What follows belongs to an exercise in optimizing a design on an open flow for small area, a short achievable clock period and few clock cycles per item; a production flow would make more cautious choices. No activity file was given, so power comes from the tool's default toggle rates.

Setup of v6:
==> flow/design.v <==
`timescale 1ns / 1ps
`default_nettype none
module framed_ascii_decimal_parser #(
	parameter int MAX_CHARS = 63,
	parameter int MAX_FRAC_DIGITS = 6
) (
	input wire logic clk,
	input wire logic arst_n,
	input wire logic s_tvalid,
	output logic s_tready,
	input wire logic [7:0] s_tdata,
	output logic m_tvalid,
	input wire logic m_tready,
	output logic [55:0] m_tdata,
	output logic [2:0] m_tuser,
	input wire logic cfg_valid,
	output logic cfg_ready,
	input wire logic cfg_index,
	input wire logic [7:0] cfg_data
);
	logic [7:0] start_q, end_q;
	always_ff @(posedge clk or negedge arst_n) begin
		if (!arst_n) begin
			start_q <= 8'd60;
			end_q <= 8'd62;
		end else if (cfg_valid) begin
			if (cfg_index) end_q <= cfg_data;
			else start_q <= cfg_data;
		end
	end
	assign cfg_ready = 1'b1;
	logic v1_q;
	logic is_start1_q, is_end1_q, is_digit1_q, is_point1_q;
	logic [3:0] e1_q;	 
	logic [3:0] d1;
	logic in_frame_q, point_q, bad_q, trunc_q, sat_q;
	logic [5:0] count_q;
	logic [2:0] frac_q;
	logic [31:0] int_q;
	logic [23:0] bcd_q;	 
	logic busy_q, valid_q;
	logic [2:0] steps_q;
	logic [31:0] int_b_q;
	logic [17:0] fbin_q;
	logic [2:0] frac_b_q;
	logic bad_b_q, trunc_b_q, sat_b_q;
	logic idle, close, open, body, room, fdig, stall, go, handoff;
	assign idle = !busy_q && !valid_q;
	assign open = !in_frame_q && is_start1_q;
	assign close = in_frame_q && is_end1_q;
	assign body = in_frame_q && !is_end1_q;
	assign room = (count_q != 6'd63);
	assign fdig = body && room && is_digit1_q && point_q && (frac_q != 3'd6);
	assign stall = (close && !idle) || (fdig && busy_q);
	assign go = v1_q && !stall;
	assign handoff = v1_q && close && idle;
	logic s_tready_q;
	logic v1_n, is_end1_n, is_digit1_n, in_frame_n, point_n, busy_n, valid_n;
	logic is_digit_in;
	assign s_tready = s_tready_q;
	assign is_digit_in = (s_tdata[7:4] == 4'h3) && (s_tdata[3:0] <= 4'd9);
	assign v1_n = s_tready_q ? s_tvalid : (v1_q && !go);
	assign is_end1_n = s_tready_q ? (s_tdata == end_q) : is_end1_q;
	assign is_digit1_n = s_tready_q ? is_digit_in : is_digit1_q;
	assign in_frame_n = (go && open) ? 1'b1 : (go && close) ? 1'b0 : in_frame_q;
	assign point_n = (go && open) ? 1'b0 :
		(go && body && room && !is_digit1_q && is_point1_q) ? 1'b1 : point_q;
	assign busy_n = handoff || (busy_q && (steps_q != 3'd0));
	assign valid_n = handoff ? valid_q : busy_q ? (valid_q || (steps_q == 3'd0)) : (valid_q && !m_tready);
	always_ff @(posedge clk or negedge arst_n) begin
		if (!arst_n) begin
			v1_q <= 1'b0;
			s_tready_q <= 1'b1;
		end else begin
			v1_q <= v1_n;
			s_tready_q <= !(v1_n && in_frame_n &&
				((is_end1_n && (busy_n || valid_n)) || (is_digit1_n && point_n && busy_n)));
		end
	end
	always_ff @(posedge clk) begin
		if (s_tready) begin
			is_start1_q <= (s_tdata == start_q);
			is_end1_q <= (s_tdata == end_q);
			is_digit1_q <= is_digit_in;
			is_point1_q <= (s_tdata == 8'h2e);
			e1_q <= {s_tdata[3], s_tdata[2] | s_tdata[3], s_tdata[1] | s_tdata[3], s_tdata[0]};
		end
	end
	assign d1 = {e1_q[3], e1_q[2] & !e1_q[3], e1_q[1] & !e1_q[3], e1_q[0]};
	logic [31:0] int_x10;
	logic int_ovf;
	logic [30:0] add_a, add_b, add_s;
	logic add_c;
	assign add_a = {int_q[28:0], e1_q[2], e1_q[1]};
	assign add_b = int_q[30:0];
	assign add_c = e1_q[3];
	always_comb begin
		logic [30:0] g, p, gg, pp;
		g = add_a & add_b;
		p = add_a ^ add_b;
		gg = g;
		pp = p;
		gg[0] = g[0] | (p[0] & add_c);
		for (int l = 0; l < 5; l++) begin
			for (int i = 30; i >= 0; i--) begin
				if ((i >> l) & 1) begin
					gg[i] = gg[i] | (pp[i] & gg[((i >> l) << l) - 1]);
					pp[i] = pp[i] & pp[((i >> l) << l) - 1];
				end
			end
		end
		add_s = p ^ {gg[29:0], add_c};
	end
	assign int_x10 = {add_s, e1_q[0]};
	localparam logic [31:0] OVF_K = 32'h19999999;
	logic [32:0] ovf_gt, ovf_eq;
	always_comb begin
		ovf_gt[32] = 1'b0;
		ovf_eq[32] = 1'b1;
		for (int i = 31; i >= 0; i--) begin
			ovf_gt[i] = ovf_gt[i+1] | (ovf_eq[i+1] & int_q[i] & !OVF_K[i]);
			ovf_eq[i] = ovf_eq[i+1] & (int_q[i] == OVF_K[i]);
		end
	end
	assign int_ovf = ovf_gt[0] | (ovf_eq[0] & (e1_q[3] | (e1_q[2] & e1_q[1])));
	always_ff @(posedge clk or negedge arst_n) begin
		if (!arst_n)
			in_frame_q <= 1'b0;
		else if (go) begin
			if (open)
				in_frame_q <= 1'b1;
			else if (close)
				in_frame_q <= 1'b0;
		end
	end
	always_ff @(posedge clk) begin
		if (go) begin
			if (open) begin
				point_q <= 1'b0;
				bad_q <= 1'b0;
				trunc_q <= 1'b0;
				sat_q <= 1'b0;
				count_q <= 6'd0;
				frac_q <= 3'd0;
				int_q <= 32'd0;
			end else if (body) begin
				if (!room) begin
					trunc_q <= 1'b1;
				end else begin
					count_q <= count_q + 6'd1;
					if (is_digit1_q) begin
						if (point_q) begin
							if (frac_q == 3'd6)
								trunc_q <= 1'b1;
							else
								frac_q <= frac_q + 3'd1;
						end else begin
							int_q <= int_x10;
							if (int_ovf)
								sat_q <= 1'b1;
						end
					end else if (is_point1_q && !point_q) begin
						point_q <= 1'b1;
					end else begin
						bad_q <= 1'b1;
					end
				end
			end
		end
	end
	function automatic logic ge5(input logic [3:0] d);
		ge5 = d[3] | (d[2] & (d[1] | d[0]));
	endfunction
	function automatic logic [23:0] dbl(input logic [23:0] f);
		logic [23:0] r;
		logic b3, b2, b1, b0;
		begin
			for (int j = 0; j < 6; j++) begin
				{b3, b2, b1, b0} = f[4*j +: 4];
				r[4*j+3] = (b2 & !b1 & !b0) | (b3 & b0);
				r[4*j+2] = (b1 & (!b2 | b0)) | (b3 & !b0);
				r[4*j+1] = (!b3 & !b2 & b0) | (b2 & b1 & !b0) | (b3 & !b0);
			end
			r[0] = 1'b0;
			for (int j = 1; j < 6; j++)
				r[4*j] = ge5(f[4*(j-1) +: 4]);
			dbl = r;
		end
	endfunction
	logic [23:0] bcd0, bcd1, bcd2, bcd3, bcd4;
	logic [2:0] fbits;
	logic conv;
	assign bcd0 = bcd_q;
	assign bcd1 = dbl(bcd0);
	assign bcd2 = dbl(bcd1);
	assign bcd3 = dbl(bcd2);
	assign fbits = {ge5(bcd0[23:20]), ge5(bcd1[23:20]), ge5(bcd2[23:20])};
	assign conv = busy_q || handoff;
	always_ff @(posedge clk) begin
		for (int j = 0; j < 6; j++) begin
			if (conv)
				bcd_q[4*(5-j) +: 4] <= bcd3[4*(5-j) +: 4];
			else if (go && fdig && frac_q == 3'(j))
				bcd_q[4*(5-j) +: 4] <= d1;
			else if (go && fdig && frac_q < 3'(j))
				bcd_q[4*(5-j) +: 4] <= 4'd0;
		end
	end
	logic fzero, fsat;
	assign fzero = handoff ? (frac_q == 3'd0) : (frac_b_q == 3'd0);
	assign fsat = handoff ? sat_q : sat_b_q;
	always_ff @(posedge clk) begin
		if (conv)
			fbin_q <= {fbin_q[14:0], (fbits & {3{!fzero}}) | {3{fsat}}};
		if (handoff) begin
			int_b_q <= int_q | {32{sat_q}};
			frac_b_q <= frac_q;
			bad_b_q <= bad_q;
			trunc_b_q <= trunc_q;
			sat_b_q <= sat_q;
		end
	end
	always_ff @(posedge clk or negedge arst_n) begin
		if (!arst_n) begin
			busy_q <= 1'b0;
			valid_q <= 1'b0;
			steps_q <= 3'd0;
		end else begin
			if (handoff) begin
				busy_q <= 1'b1;
				steps_q <= 3'd4;
			end else if (busy_q) begin
				steps_q <= steps_q - 3'd1;
				if (steps_q == 3'd0) begin
					busy_q <= 1'b0;
					valid_q <= 1'b1;
				end
			end else if (m_tready) begin
				valid_q <= 1'b0;
			end
		end
	end
	assign m_tvalid = valid_q;
	assign m_tdata = {5'd0, frac_b_q, int_b_q, fbin_q[17:2]};
	assign m_tuser = {sat_b_q, trunc_b_q, bad_b_q};
endmodule
`default_nettype wire
clock: 5.5 ns
lec_check: 0
abc_area: 1
cap_margin: 20
core_margin: 2
core_utilization: 40
cts_buf_list: sky130_fd_sc_hd__clkbuf_8
setup_slack_margin: 3.2
slew_margin: 20
run.sh (not shown) runs the stock make flow with config.mk's settings and CLKGATE_MAP_FILE= SYNTH_SCRIPT=/design/flow/synth_recipe.tcl, a recipe that flattens the netlist after the stock synthesis.
Edits applied to the flow inputs when going from v6 to v7:
diff --git a/flow/design.v b/flow/design.v
--- a/flow/design.v
+++ b/flow/design.v
@@ -36,15 +36,15 @@
 	logic in_frame_q, point_q, bad_q, trunc_q, sat_q;
 	logic [5:0] count_q;
 	logic [2:0] frac_q;
 	logic [31:0] int_q;
 	logic [23:0] bcd_q;	 
 	logic busy_q, valid_q;
-	logic [2:0] steps_q;
+	logic [1:0] steps_q;
 	logic [31:0] int_b_q;
-	logic [17:0] fbin_q;
+	logic [15:0] fbin_q;
 	logic [2:0] frac_b_q;
 	logic bad_b_q, trunc_b_q, sat_b_q;
 	logic idle, close, open, body, room, fdig, stall, go, handoff;
 	assign idle = !busy_q && !valid_q;
 	assign open = !in_frame_q && is_start1_q;
 	assign close = in_frame_q && is_end1_q;
@@ -62,14 +62,14 @@
 	assign v1_n = s_tready_q ? s_tvalid : (v1_q && !go);
 	assign is_end1_n = s_tready_q ? (s_tdata == end_q) : is_end1_q;
 	assign is_digit1_n = s_tready_q ? is_digit_in : is_digit1_q;
 	assign in_frame_n = (go && open) ? 1'b1 : (go && close) ? 1'b0 : in_frame_q;
 	assign point_n = (go && open) ? 1'b0 :
 		(go && body && room && !is_digit1_q && is_point1_q) ? 1'b1 : point_q;
-	assign busy_n = handoff || (busy_q && (steps_q != 3'd0));
-	assign valid_n = handoff ? valid_q : busy_q ? (valid_q || (steps_q == 3'd0)) : (valid_q && !m_tready);
+	assign busy_n = handoff || (busy_q && (steps_q != 2'd0));
+	assign valid_n = handoff ? valid_q : busy_q ? (valid_q || (steps_q == 2'd0)) : (valid_q && !m_tready);
 	always_ff @(posedge clk or negedge arst_n) begin
 		if (!arst_n) begin
 			v1_q <= 1'b0;
 			s_tready_q <= 1'b1;
 		end else begin
 			v1_q <= v1_n;
@@ -185,63 +185,64 @@
 			for (int j = 1; j < 6; j++)
 				r[4*j] = ge5(f[4*(j-1) +: 4]);
 			dbl = r;
 		end
 	endfunction
 	logic [23:0] bcd0, bcd1, bcd2, bcd3, bcd4;
-	logic [2:0] fbits;
+	logic [3:0] fbits;
 	logic conv;
 	assign bcd0 = bcd_q;
 	assign bcd1 = dbl(bcd0);
 	assign bcd2 = dbl(bcd1);
 	assign bcd3 = dbl(bcd2);
-	assign fbits = {ge5(bcd0[23:20]), ge5(bcd1[23:20]), ge5(bcd2[23:20])};
+	assign bcd4 = dbl(bcd3);
+	assign fbits = {ge5(bcd0[23:20]), ge5(bcd1[23:20]), ge5(bcd2[23:20]), ge5(bcd3[23:20])};
 	assign conv = busy_q || handoff;
 	always_ff @(posedge clk) begin
 		for (int j = 0; j < 6; j++) begin
 			if (conv)
-				bcd_q[4*(5-j) +: 4] <= bcd3[4*(5-j) +: 4];
+				bcd_q[4*(5-j) +: 4] <= bcd4[4*(5-j) +: 4];
 			else if (go && fdig && frac_q == 3'(j))
 				bcd_q[4*(5-j) +: 4] <= d1;
 			else if (go && fdig && frac_q < 3'(j))
 				bcd_q[4*(5-j) +: 4] <= 4'd0;
 		end
 	end
 	logic fzero, fsat;
 	assign fzero = handoff ? (frac_q == 3'd0) : (frac_b_q == 3'd0);
 	assign fsat = handoff ? sat_q : sat_b_q;
 	always_ff @(posedge clk) begin
 		if (conv)
-			fbin_q <= {fbin_q[14:0], (fbits & {3{!fzero}}) | {3{fsat}}};
+			fbin_q <= {fbin_q[11:0], (fbits & {4{!fzero}}) | {4{fsat}}};
 		if (handoff) begin
 			int_b_q <= int_q | {32{sat_q}};
 			frac_b_q <= frac_q;
 			bad_b_q <= bad_q;
 			trunc_b_q <= trunc_q;
 			sat_b_q <= sat_q;
 		end
 	end
 	always_ff @(posedge clk or negedge arst_n) begin
 		if (!arst_n) begin
 			busy_q <= 1'b0;
 			valid_q <= 1'b0;
-			steps_q <= 3'd0;
+			steps_q <= 2'd0;
 		end else begin
 			if (handoff) begin
 				busy_q <= 1'b1;
-				steps_q <= 3'd4;
+				steps_q <= 2'd2;
 			end else if (busy_q) begin
-				steps_q <= steps_q - 3'd1;
-				if (steps_q == 3'd0) begin
+				steps_q <= steps_q - 2'd1;
+				if (steps_q == 2'd0) begin
 					busy_q <= 1'b0;
 					valid_q <= 1'b1;
 				end
 			end else if (m_tready) begin
 				valid_q <= 1'b0;
 			end
 		end
 	end
 	assign m_tvalid = valid_q;
-	assign m_tdata = {5'd0, frac_b_q, int_b_q, fbin_q[17:2]};
+	assign m_tdata = {5'd0, frac_b_q, int_b_q, fbin_q};
 	assign m_tuser = {sat_b_q, trunc_b_q, bad_b_q};
 endmodule
 `default_nettype wire
Results
- Between v6 and v7, the power consumed by sequential cells does not differ in any meaningful way.
- Cmp v7 vs v6: total routed wire length on the met1 layer higher in v7
- Maximum number of pins on one net before global-route repair in v7 is about 4.5% lower than in v6
- Total number of vias in v7 is 661 above v6.
- Summary of v7 over v6: share of total power in combinational logic now larger, synthesized area now sits higher, width of the die rose by 1.4%, adder-cell area share of the yosys netlist -0.32 points.
- On cell count after placement, the higher figure sits with v7, not v6.
- Between v7 and v6, the clock latency reported for the late side of the worst-skew pair is higher for v7.
- Status: growth of design area from synthesis to finish parity (v6, v7)
- [v7] wire length of the first global-routing pass rose about 5.5% relative to v6
- The run showing the smaller mean cell area of the mapped netlist is v7.
No run of this note included a check of the RTL's function; only the layout flow was run.

## port drivers added, routing unchanged
No port has a modelled driver above. Below, the same layouts with a new extraction and two added sets of constraints.
Step 1: set_driving_cell puts a clkbuf_16 on clk and a buf_2 on each other input, an assumption about the parent block.
Step 2 also shifts input and output timing later by t, the mid clock arrival at the registers, as if the neighbouring blocks saw the same clock.
Slacks: ideal ports / drivers / drivers and shift; pairs: ideal ports / drivers.
run | t, ns | setup slack, ns | latest minus earliest clock arrival (ns) | worst slew at a driven data input, ns | pins driven straight from the clock port
v6 | 0.483 | 3.090 / 3.090 / 2.899 | 0.016 / 0.016 | 0.04 | 1
v7 | 0.512 | 2.990 / 2.990 / 2.900 | 0.021 / 0.021 | 0.03 | 1
After both steps setup and hold are still met in every run listed. The setup slack of v6, which loses most, moves by 0.000 ns with the drivers and by -0.191 ns with both steps.
